This is an optimization exercise on Yosys and OpenROAD, whose aim is small area, a short achievable clock period and few clock cycles per item, not a production implementation. Only simulation tests tie the RTL to the original design; equivalence was not proved. No activity file was given, so power comes from the tool's default toggle rates.

$ cat flow/run.sh
#!/bin/bash
# synth_recipe.tcl (not shown) runs the flow's synth.tcl, then flattens the netlist and writes it again
# the make line also repeats each setting of config.mk as NAME=value (left out here)
make -C /OpenROAD-flow-scripts/flow DESIGN_CONFIG=/design/flow/config.mk WORK_HOME=/design/flow/orfs CLKGATE_MAP_FILE= SYNTH_SCRIPT=/design/flow/synth_recipe.tcl finish
$ cat flow/design.v
`default_nettype none
package spcq_pkg;
  localparam int NUM_CLASSES = 4;
  localparam int ID_W        = 12;
  localparam int CLS_W       = 2;
  localparam int DUR_W       = 10;
  localparam int TICK_W      = 32;
  localparam int ENTRY_W     = ID_W + DUR_W;
  localparam int CMD_W       = 1 + ID_W + CLS_W + DUR_W;
  typedef enum logic {
    OP_ARRIVAL = 1'b0,
    OP_TICK    = 1'b1
  } op_e;
  typedef enum logic [1:0] {
    EV_QUEUED        = 2'd0,
    EV_DROPPED       = 2'd1,
    EV_TICK_IDLE     = 2'd2,
    EV_TICK_ANSWERED = 2'd3
  } event_e;
  typedef struct packed {
    op_e               op;
    logic [ID_W-1:0]   id;
    logic [CLS_W-1:0]  cls;
    logic [DUR_W-1:0]  dur;
  } cmd_t;
  typedef struct packed {
    logic full;
    logic empty;
  } q_status_t;
endpackage
`default_nettype wire
`default_nettype none
module strict_priority_call_queue_top #(
  parameter int QUEUE_DEPTH = 16
) (
  input  wire logic                         clk_i,
  input  wire logic                         rst_ni,
  input  wire logic                         in_valid_i,
  output      logic                         in_ready_o,
  input  wire logic                         operation_i,
  input  wire logic [spcq_pkg::ID_W-1:0]    caller_id_i,
  input  wire logic [spcq_pkg::CLS_W-1:0]   priority_class_i,
  input  wire logic [spcq_pkg::DUR_W-1:0]   call_duration_i,
  output      logic                         out_valid_o,
  input  wire logic                         out_ready_i,
  output      logic [1:0]                   event_kind_o,
  output      logic [spcq_pkg::ID_W-1:0]    answered_id_o,
  output      logic [spcq_pkg::CLS_W-1:0]   answered_class_o,
  output      logic [spcq_pkg::TICK_W-1:0]  tick_number_o
);
  localparam int NC    = spcq_pkg::NUM_CLASSES;
  localparam int ID_W  = spcq_pkg::ID_W;
  localparam int CLS_W = spcq_pkg::CLS_W;
  localparam int DUR_W = spcq_pkg::DUR_W;
  localparam int TW    = spcq_pkg::TICK_W;
  localparam int EW    = spcq_pkg::ENTRY_W;
  localparam int IDX_W = $clog2(QUEUE_DEPTH);
  localparam int CNT_W = IDX_W + 1;
  logic [NC-1:0][QUEUE_DEPTH-1:0][EW-1:0] ent;        
  logic [NC-1:0][IDX_W-1:0]               head_q;
  logic [NC-1:0][CNT_W-1:0]               cnt_q;
  logic [DUR_W-1:0]                       rem_q;
  logic [TW-1:0]                          tick_q;
  logic                                   a_valid_q;
  logic [1:0]                             a_kind_q;
  logic [ID_W-1:0]                        a_id_q;
  logic [CLS_W-1:0]                       a_cls_q;
  logic                                   b_valid_q;
  logic [1:0]                             b_kind_q;
  logic [ID_W-1:0]                        b_id_q;
  logic [CLS_W-1:0]                       b_cls_q;
  logic                                   rdy_q;
  logic [NC-1:0]                          nonempty;
  logic [NC-1:0]                          full;
  logic [NC-1:0][IDX_W-1:0]               tail;
  logic [NC-1:0][EW-1:0]                  front;
  logic                                   any_pending;
  logic [CLS_W-1:0]                       pick;
  logic                                   srv_free;
  logic                                   answer;
  logic [EW-1:0]                          pick_ent;
  always_comb begin
    for (int c = 0; c < NC; c++) begin
      nonempty[c] = (cnt_q[c] != '0);
      full[c]     = cnt_q[c][IDX_W];
      tail[c]     = head_q[c] + cnt_q[c][IDX_W-1:0];
      front[c]    = ent[c][head_q[c]];
    end
  end
  assign any_pending = |nonempty;
  assign pick        = nonempty[3] ? 2'd3 :
                       nonempty[2] ? 2'd2 :
                       nonempty[1] ? 2'd1 : 2'd0;
  assign srv_free    = (rem_q[DUR_W-1:1] == '0);
  assign answer      = srv_free && any_pending;
  assign pick_ent    = front[pick];
  logic              acc;
  logic              is_tick;
  logic              arr_full;
  logic              a_free;
  logic [1:0]        n_kind;
  logic [ID_W-1:0]   n_id;
  logic [CLS_W-1:0]  n_cls;
  logic              tick_inc;
  assign acc      = in_valid_i && rdy_q;
  assign is_tick  = operation_i;
  assign arr_full = full[priority_class_i];
  assign a_free   = !a_valid_q || out_ready_i;
  always_comb begin
    if (is_tick) begin
      n_kind = answer ? 2'd3 : 2'd2;
      n_id   = answer ? pick_ent[EW-1:DUR_W] : '0;
      n_cls  = answer ? pick : '0;
    end else begin
      n_kind = arr_full ? 2'd1 : 2'd0;
      n_id   = caller_id_i;
      n_cls  = priority_class_i;
    end
  end
  for (genvar c = 0; c < NC; c++) begin : g_cls
    logic push_c;
    assign push_c = acc && !is_tick && (priority_class_i == CLS_W'(c)) && !full[c];
    for (genvar i = 0; i < QUEUE_DEPTH; i++) begin : g_ent
      logic [EW-1:0] ent_q;
      always_ff @(posedge clk_i) begin
        if (push_c && (tail[c] == IDX_W'(i))) begin
          ent_q <= {caller_id_i, call_duration_i};
        end
      end
      assign ent[c][i] = ent_q;
    end
  end
  assign tick_inc = (acc && is_tick && a_free) ||
                    (b_valid_q && b_kind_q[1] && out_ready_i);
  always_ff @(posedge clk_i or negedge rst_ni) begin
    if (!rst_ni) begin
      head_q <= '0;
      cnt_q  <= '0;
      rem_q  <= '0;
      tick_q <= '0;
    end else begin
      if (acc && !is_tick && !arr_full) begin
        cnt_q[priority_class_i] <= cnt_q[priority_class_i] + CNT_W'(1);
      end
      if (acc && is_tick) begin
        if (answer) begin
          head_q[pick] <= head_q[pick] + IDX_W'(1);
          cnt_q[pick]  <= cnt_q[pick] - CNT_W'(1);
          rem_q        <= pick_ent[DUR_W-1:0];
        end else if (!srv_free) begin
          rem_q <= rem_q - DUR_W'(1);
        end
      end
      if (tick_inc) begin
        tick_q <= tick_q + TW'(1);
      end
    end
  end
  always_ff @(posedge clk_i or negedge rst_ni) begin
    if (!rst_ni) begin
      a_valid_q <= 1'b0;
      b_valid_q <= 1'b0;
      rdy_q     <= 1'b1;
    end else begin
      if (a_free) begin
        a_valid_q <= b_valid_q || acc;
      end
      if (b_valid_q) begin
        b_valid_q <= !out_ready_i;
        rdy_q     <= out_ready_i;
      end else begin
        b_valid_q <= acc && !a_free;
        rdy_q     <= !(acc && !a_free);
      end
    end
  end
  always_ff @(posedge clk_i) begin
    if (a_free) begin
      if (b_valid_q) begin
        a_kind_q <= b_kind_q;
        a_id_q   <= b_id_q;
        a_cls_q  <= b_cls_q;
      end else if (acc) begin
        a_kind_q <= n_kind;
        a_id_q   <= n_id;
        a_cls_q  <= n_cls;
      end
    end
    if (!b_valid_q && acc && !a_free) begin
      b_kind_q <= n_kind;
      b_id_q   <= n_id;
      b_cls_q  <= n_cls;
    end
  end
  assign in_ready_o       = rdy_q;
  assign out_valid_o      = a_valid_q;
  assign event_kind_o     = a_kind_q;
  assign answered_id_o    = a_id_q;
  assign answered_class_o = a_cls_q;
  assign tick_number_o    = tick_q;
endmodule
`default_nettype wire
$ cat flow/config.mk
export PLATFORM = sky130hd
export DESIGN_NAME = strict_priority_call_queue_top
export DESIGN_NICKNAME = strict_priority_call_queue_top
export VERILOG_FILES = /design/flow/design.v
export SDC_FILE = /design/flow/constraint.sdc
export NUM_CORES = 4
export LEC_CHECK = 0
export CAP_MARGIN = 20
export CORE_MARGIN = 2
export CORE_UTILIZATION = 40
export SLEW_MARGIN = 20
$ cat flow/constraint.sdc
create_clock -name core_clock -period 7.0 [get_ports {clk_i}]
set_input_delay 1.4000 -clock core_clock [delete_from_list [all_inputs] [get_ports {clk_i}]]
set_output_delay 1.4000 -clock core_clock [all_outputs]
set_load 0.01 [all_outputs]
==> impl_metrics.json, run 1 <==
{
  "combPwrFrac_pct": 11.8,
  "leakage_uw": 0.02116,
  "reg2reg_slack_ns": 2.93,
  "portBuffers": 78,
  "finalMaxSlewViolations": 0,
  "drive_gt1_share_pct": 26.84,
  "max_cap_violations": 0,
  "crit_arrival_ns": 4.54,
  "slew_headroom_pct": 29.76,
  "grt_overflow": 0,
  "post_drt_via_cell_ratio": 5.796,
  "reg2reg_depth": 7,
  "synthesis.nets": 2890,
  "netlist_top_cells_count": "1440 x edfxtp_1, 418 x mux4_2, 136 x nand2_1",
  "synth_edf_count": 1440,
  "clk-insertion-delay-late_ns": 0.79,
  "synth.most_common_cell": "edfxtp_1",
  "timing.setup.tns_ns": 0,
  "cp_top_family": "simple AND/OR/NAND/NOR gates",
  "fin_worst_skew_ns": 0.02989,
  "worstPathRequired_ns": 7.40,
  "cts_sinks": 1521,
  "clkSlewWorstSetupHoldPaths_ns": 0.06,
  "fmax_ghz": 0.2416,
  "cts_htree_levels": 4,
  "synth-main-ff-cell": "edfxtp_1",
  "worstMarginPinSlew_ns": 1.054,
  "worst-path-max-fanout": 22,
  "crit_reg_reg_startpoint": "head_q[8]$_DFFE_PN0P_",
  "cp-endpoint": "g_cls[0].g_ent[14].ent_q[19]$_DFFE_PP_",
  "post-cts-setup-buffers": 0,
  "grt_most_used_layer": "met2",
  "syn_to_final_growth_pct": 14.21,
  "ctsHoldBuffers": 0,
  "num_vias": 29900,
  "drtIter0Drc": 3850,
  "synth_warnings": 1,
  "route.detailed.wl_per_inst_um": 30.31,
  "tritoncts": "built",
  "power.share.sequential_pct": 49.3,
  "die_height_um": 391.5,
  "sequential_cell_area_um2": 45300,
  "grt_use_met1_pct": 28.53,
  "ant_nets": 0,
  "timing.final.setup_violations": 0,
  "power.ir.vdd_worst_uv": 264.0,
  "post_synth_num_cell_types": 67,
  "finalWeightedCongestion": 0.9254,
  "crit_path_max_incr_delay_ns": 0.82,
  "row_count": 142,
  "max-clock-path-buffers": 3,
  "period_needed_ns": 4.140,
  "crit_path_start": "priority_class_i[0]",
  "netlist_instances": 2829,
  "hold_class": "flop to flop",
  "switching_share_pct": 25.33,
  "post-layout-total-power_uw": 20990,
  "grt.met2_usage_pct": 33.45,
  "first_pass_drt_iterations": 6,
  "fin_crit_sh_pct": 59.14,
  "fillerInstances": 12260,
  "synth.yosys.seq_area_share_pct": 75.39,
  "core-area_um2": 149400,
  "share_clk_of_total_power_pct": 38.9,
  "die_x_um": 391.5,
  "worst_r2r_dst": "a_id_q[11]$_DFFE_PP_",
  "ctsResizeCount": 0,
  "crit_path_top_delay_cell": "clkdlybuf4s50_1",
  "die-area_um2": 153200,
  "outcome": "complete, no violations",
  "critical_path_buf_inv_count": 2,
  "total_switching_power_uw": 5318,
  "cp_cell_sequence": "clkdlybuf4s50_1 -> inv_1 -> ha_1 -> nor3b_1 -> nand3b_1 -> nor2_4",
  "drc_errors": 0,
  "synth_area_per_cell_um2": 21.23,
  "detailed_placement_hpwl_mm": 96.38,
  "floorplan.initialDensity_pct": 40.19,
  "area_of_the_multi_input_gates_um2": 14340,
  "endpoint_kind": "flop",
  "yosys-top-cells-area": "edfxtp_1 72%, mux4_2 16%, dfrtp_1 3.3%",
  "critical_path_class": "input port to flop",
  "antenna_found_initial": 8,
  "yosysTopAreaCell": "edfxtp_1",
  "post_synth_arst_share_pct": 5.325,
  "timing_hold_violations_final": 0,
  "critical_path_depth": 6,
  "hold_ws_ns": 0.4912,
  "power-per-cell-area_nw_per_um2": 306.1,
  "wl_mm": 156.4,
  "io-pin-count": 79,
  "met3_usage_pct": 3.578,
  "grt_setup_unrepaired": "false",
  "internal_power_uw": 15670,
  "grt_pass1_vias": 30050,
  "netlist.area_leader.share_pct": 72.01,
  "synth_seq_cells": 1521,
  "worstSetupStartpointType": "input port",
  "fin_nets": 3072,
  "synthesis.area_um2": 60050,
  "cts_root_buf": "clkbuf_16",
  "maximum_number_of_pins_on_one_net_before_global_route_repair": 66,
  "global_route_usage_over_all_layers_pct": 20.59,
  "numCtsBuffers": 156,
  "global_route_wire_length_before_repair_mm": 223.1
}
-- logic make-up after synthesis --
| family | synth area share (%) |
|---|---|
| flip-flops | 75.39 |
| multiplexers | 16.38 |
| AND/OR/NAND/NOR | 2.823 |
| AO/OA/AOI/OAI | 2.594 |
| buffers and inverters | 1.236 |
| XOR/XNOR | 0.8605 |
| adder cells (fa/ha/maj) | 0.7168 |
-- layout by cell type, fill, tap and decap left out, types with 9 or more instances in the layout --
| cell | n |
|---|---|
| and3_1 | 17 |
| nand2_1 | 136 |
| buf_2 | 12 |
| a211oi_1 | 17 |
| a31oi_1 | 12 |
| nor4_1 | 9 |
| xnor2_1 | 32 |
| mux2i_1 | 21 |
| buf_4 | 82 |
| xor2_1 | 27 |
| a22oi_1 | 34 |
| clkbuf_1 | 34 |
| clkbuf_16 | 159 |
| edfxtp_1 | 1440 |
| ha_1 | 28 |
| nor2_4 | 25 |
| a21oi_1 | 41 |
| a21o_1 | 10 |
| o21ai_1 | 29 |
| o21ai_0 | 38 |
| clkinv_2 | 24 |
| nor2b_1 | 13 |
| clkdlybuf4s50_1 | 55 |
| nor2_1 | 37 |
| nor3_1 | 19 |
| nor2_2 | 39 |
| mux4_2 | 418 |
| clkinv_1 | 38 |
| nand3_1 | 31 |
| inv_1 | 21 |
| dfrtp_1 | 69 |
| mux2_2 | 16 |
| inv_6 | 9 |
| bufinv_16 | 15 |
-- flip-flops by register name, indices dropped and copies added, names as in the netlist --
signal	flops
a_kind_q	2
b_valid_q	1
rdy_q	1
b_kind_q	2
a_valid_q	1
a_cls_q	2
a_id_q	12
head_q	16
rem_q	10
g_cls.g_ent.ent_q	1408
cnt_q	20
b_id_q	12
tick_q	32
b_cls_q	2
-- routing by layer --
| layer | wire (µm) | vias up |
|---|---|---|
| met5 | 13 | - |
| met4 | 4387 | 2 |
| met3 | 11460 | 226 |
| met2 | 76800 | 1264 |
| met1 | 63730 | 16200 |
| li1 | - | 12210 |
-- worst min path at each step --
stage	start	to	slack, ns	cells past startpoint
2_1_floorplan	rem_q[9]$_DFFE_PN0P_	rem_q[9]$_DFFE_PN0P_	0.49	2
3_3_place_gp	tick_q[31]$_DFFE_PN0P_	tick_q[31]$_DFFE_PN0P_	0.47	1
3_5_place_dp	tick_q[25]$_DFFE_PN0P_	tick_q[25]$_DFFE_PN0P_	0.48	1
4_1_cts	tick_q[25]$_DFFE_PN0P_	tick_q[25]$_DFFE_PN0P_	0.49	1
5_1_grt	tick_q[25]$_DFFE_PN0P_	tick_q[25]$_DFFE_PN0P_	0.51	1
6_report	tick_q[25]$_DFFE_PN0P_	tick_q[25]$_DFFE_PN0P_	0.49	1
-- area by class of cell --
cell class	count	share of cell area [%]
Sequential cell	1521	66.05
Multi-Input combinational cell	1153	20.91
Clock buffer	193	5.987
Tap cell	2016	3.678
Timing Repair Buffer	155	1.948
Clock inverter	95	1.286
Inverter	24	0.1313
Antenna cell	2	0.007297
-- through the flow --
step	std cells	setup WS (ns)	instance area [µm²]	utilization (%)
2_1_floorplan	2829	3.194	60050	-
3_3_place_gp	4867	1.863	63430	42.45
3_5_place_dp	4869	2.069	63580	42.55
4_1_cts	5157	2.912	68570	45.89
5_1_grt	5157	2.644	68580	45.90
6_report	5159	2.860	68590	45.90
-- power by group through the flow --
| stage | registers (µW) | logic [µW] | clock network [µW] |
|---|---|---|---|
| after floorplan | 10400 | 1470 | 0 |
| after global placement | 10500 | 2400 | 0 |
| after detailed placement | 10500 | 2430 | 0 |
| after CTS | 10300 | 2440 | 8310 |
| after global routing | 10400 | 2600 | 8660 |
| final | 10300 | 2470 | 8170 |
Testbench counts, summed over its fixed seeds: cycles 24,052, items 24,044.
==> run 2: changes to the inputs <==
--- a/flow/config.mk
+++ b/flow/config.mk
@@ -8,4 +8,5 @@
 export CAP_MARGIN = 20
 export CORE_MARGIN = 2
 export CORE_UTILIZATION = 40
+export SETUP_SLACK_MARGIN = 4.2
 export SLEW_MARGIN = 20
==> impl_metrics.json, run 2 <==
{
  "yosys-top-cells-area": "edfxtp_1 72%, mux4_2 16%, dfrtp_1 3.3%",
  "route.detailed.wl_per_inst_um": 31.69,
  "fmax_ghz": 0.3163,
  "global_route_wire_length_before_repair_mm": 247.6,
  "netlist.area_leader.share_pct": 72.01,
  "die-area_um2": 153200,
  "drive_gt1_share_pct": 42.63,
  "portBuffers": 78,
  "antenna_found_initial": 11,
  "worstMarginPinSlew_ns": 1.100,
  "critical_path_buf_inv_count": 3,
  "timing_hold_violations_final": 0,
  "post-route-util_pct": 50.20,
  "cts_root_buf": "clkbuf_16",
  "fin_crit_sh_pct": 45.16,
  "outcome": "complete, no violations",
  "leakage_uw": 0.02395,
  "power-per-cell-area_nw_per_um2": 290.5,
  "worst_r2r_dst": "a_id_q[4]$_DFFE_PP_",
  "netlist_instances": 2829,
  "detailed_placement_hpwl_mm": 96.12,
  "global_route_usage_over_all_layers_pct": 23.12,
  "crit_path_top_delay_cell": "dfrtp_4",
  "core-area_um2": 149400,
  "synth_warnings": 1,
  "max-clock-path-buffers": 3,
  "final_design_area_no_fill_um2": 75010,
  "crit_path_max_incr_delay_ns": 0.53,
  "period_needed_ns": 3.161,
  "synth.yosys.seq_area_share_pct": 75.39,
  "cp-endpoint": "a_id_q[4]$_DFFE_PP_",
  "timing.final.setup_violations": 0,
  "cts_sinks": 1521,
  "reg2reg_slack_ns": 3.84,
  "crit_top_cell": "buf_12",
  "slew_headroom_pct": 26.45,
  "fin_worst_skew_ns": 0.02668,
  "first_pass_drt_iterations": 5,
  "ant_nets": 0,
  "worstSetupStartpointType": "flop",
  "crit_arrival_ns": 3.70,
  "row_count": 142,
  "floorplan.initialDensity_pct": 40.19,
  "placedInstanceArea_um2": 63750,
  "yosysTopAreaCell": "edfxtp_1",
  "cp_cell_sequence": "buf_12 -> buf_16 -> buf_12 -> mux4_2 -> a22oi_1 -> nand2_1 -> a221oi_4 -> o2bb2ai_2 -> mux2_2",
  "critical_path_depth": 9,
  "synthesis.area_um2": 60050,
  "critical_path_class": "flop to flop",
  "post_synth_arst_share_pct": 5.325,
  "synth_area_per_cell_um2": 21.23,
  "post_drt_via_cell_ratio": 5.885,
  "reg2reg_depth": 9,
  "crit_path_start": "head_q[4]$_DFFE_PN0P_",
  "hold_ws_ns": 0.4224,
  "synthesis.nets": 2890,
  "power.ir.vdd_worst_uv": 265.7,
  "flip_flop_count_of_the_largest_register_after_layout": 1408,
  "finalWeightedCongestion": 0.9131,
  "crit_reg_reg_startpoint": "head_q[4]$_DFFE_PN0P_",
  "fillerInstances": 11770,
  "top_registers": "g_cls.g_ent.ent_q: 1408 flops, tick_q: 32 flops, cnt_q: 20 flops",
  "grt_setup_unrepaired": "true",
  "synth_seq_cells": 1521,
  "die_height_um": 391.5,
  "cp_top_family": "compound AO/OA/AOI/OAI gates",
  "cts_htree_levels": 4,
  "netlist_top_cells_count": "1440 x edfxtp_1, 418 x mux4_2, 136 x nand2_1",
  "max_cap_violations": 0,
  "worst-path-max-fanout": 9,
  "maximum_number_of_pins_on_one_net_before_global_route_repair": 75,
  "drtIter0Drc": 4719,
  "final_cell_mix": "1440 x edfxtp_1, 418 x mux4_2, 307 x buf_4",
  "clkSlewWorstSetupHoldPaths_ns": 0.06,
  "synth.most_common_cell": "edfxtp_1",
  "largest_register": "g_cls.g_ent.ent_q",
  "finalMaxSlewViolations": 0,
  "tritoncts": "built",
  "synth-main-ff-cell": "edfxtp_1",
  "synth_edf_count": 1440,
  "timing.setup.tns_ns": 0,
  "grt_overflow": 0,
  "die_x_um": 391.5,
  "post_synth_num_cell_types": 67,
  "io-pin-count": 79,
  "syn_to_final_growth_pct": 24.91,
  "wl_mm": 177.3,
  "endpoint_kind": "flop",
  "numCtsBuffers": 157,
  "worstPathRequired_ns": 7.54,
  "clk-insertion-delay-late_ns": 0.80,
  "layout.cells.most_common": "edfxtp_1",
  "drc_errors": 0,
  "hold_class": "input port to async pin",
  "num_vias": 32910,
  "grt_pass1_vias": 32480,
  "fin_nets": 3511
}
[run 2: cell counts after synthesis]
No cell type changed its count.
[run 2: metrics by stage]
step	total power, µW	instances	setup slack (ns)
2_1_floorplan	11970	2829	3.845
3_3_place_gp	13020	4838	2.343
3_5_place_dp	13060	4838	2.331
4_1_cts	21420	5522	3.865
5_1_grt	22430	5591	3.833
6_report	21790	5593	3.839
[run 2: power by group]
part	internal (µW)	switching, µW
clock	4370	3460
sequential	10100	158
combinational	1440	2250
[run 2: worst min-delay path by stage]
stage	to	start	depth (start not counted)
after floorplan	rem_q[9]$_DFFE_PN0P_	rem_q[9]$_DFFE_PN0P_	2
after global placement	tick_q[31]$_DFFE_PN0P_	tick_q[31]$_DFFE_PN0P_	1
after detailed placement	tick_q[31]$_DFFE_PN0P_	tick_q[31]$_DFFE_PN0P_	1
after CTS	tick_q[3]$_DFFE_PN0P_	rst_ni	1
after global routing	tick_q[6]$_DFFE_PN0P_	rst_ni	1
final	tick_q[6]$_DFFE_PN0P_	rst_ni	1
[run 2: area by class of cell]
type	instances	area (µm²)	area share, %
diodes	2	5.005	0.006673
clock inverters	93	684.4	0.9125
multi-input cells	1217	16470	21.96
inverters	24	107.6	0.1435
repair buffers	529	5803	7.737
well taps	2016	2522	3.363
clock buffers	191	4099	5.465
flip-flops and latches	1521	45320	60.42
[run 2: routing by layer]
metal  track usage (%)  routed length (µm)  vias up
li1                  -                   -    13180
met1             32.15               70900    17720
met2             35.81               83600     1737
met3             5.242               16440      272
met4             8.459                6261       10
met5                 0                  65        -
[run 2: cells by family after synthesis]
logic type	Yosys count	share of synthesized area, %
AO/OA/AOI/OAI	234	2.594
multiplexers	458	16.38
adder cells (fa/ha/maj)	32	0.7168
flip-flops	1521	75.39
AND/OR/NAND/NOR	370	2.823
buffers and inverters	155	1.236
XOR/XNOR	59	0.8605
[run 2: repair_timing]
item,in CTS,in global routing
pin swaps,135,49
endpoints found under the setup margin,1565,1394
resized for setup,447,129
hold endpoints to repair,0,0
hold buffers,0,0
buffers inserted,324,65
gates cloned,76,4

[static timing again, ports no longer ideal]
The flow's constraints put no driver on any port. The routed layouts listed below were extracted and timed again, unchanged, in two steps. Step 1 (the two cells are an assumption about what drives the block):
set clk [get_ports {clk_i}]
set_driving_cell -lib_cell sky130_fd_sc_hd__clkbuf_16 $clk
set_driving_cell -lib_cell sky130_fd_sc_hd__buf_2 [delete_from_list [all_inputs] $clk]
Step 2, shift: input delay + t, output delay - t, t = (earliest + latest rising clock arrival at the registers) / 2. This alone moves slack from input paths to output paths. Slacks: ideal / step 1 / step 2; pairs: ideal / step 1.
run	shift t [ns]	setup WS [ns]	worst setup path at the end	cell pins on the clock port's net
run 1	0.854	2.860 / 2.834 / 1.980	input to register	1
run 2	0.855	3.839 / 3.839 / 3.368	input to register	1
After both steps setup and hold are still met in every run listed. For run 1, which loses most, drivers alone change the setup slack by -0.026 ns; drivers and shift together by -0.880 ns.
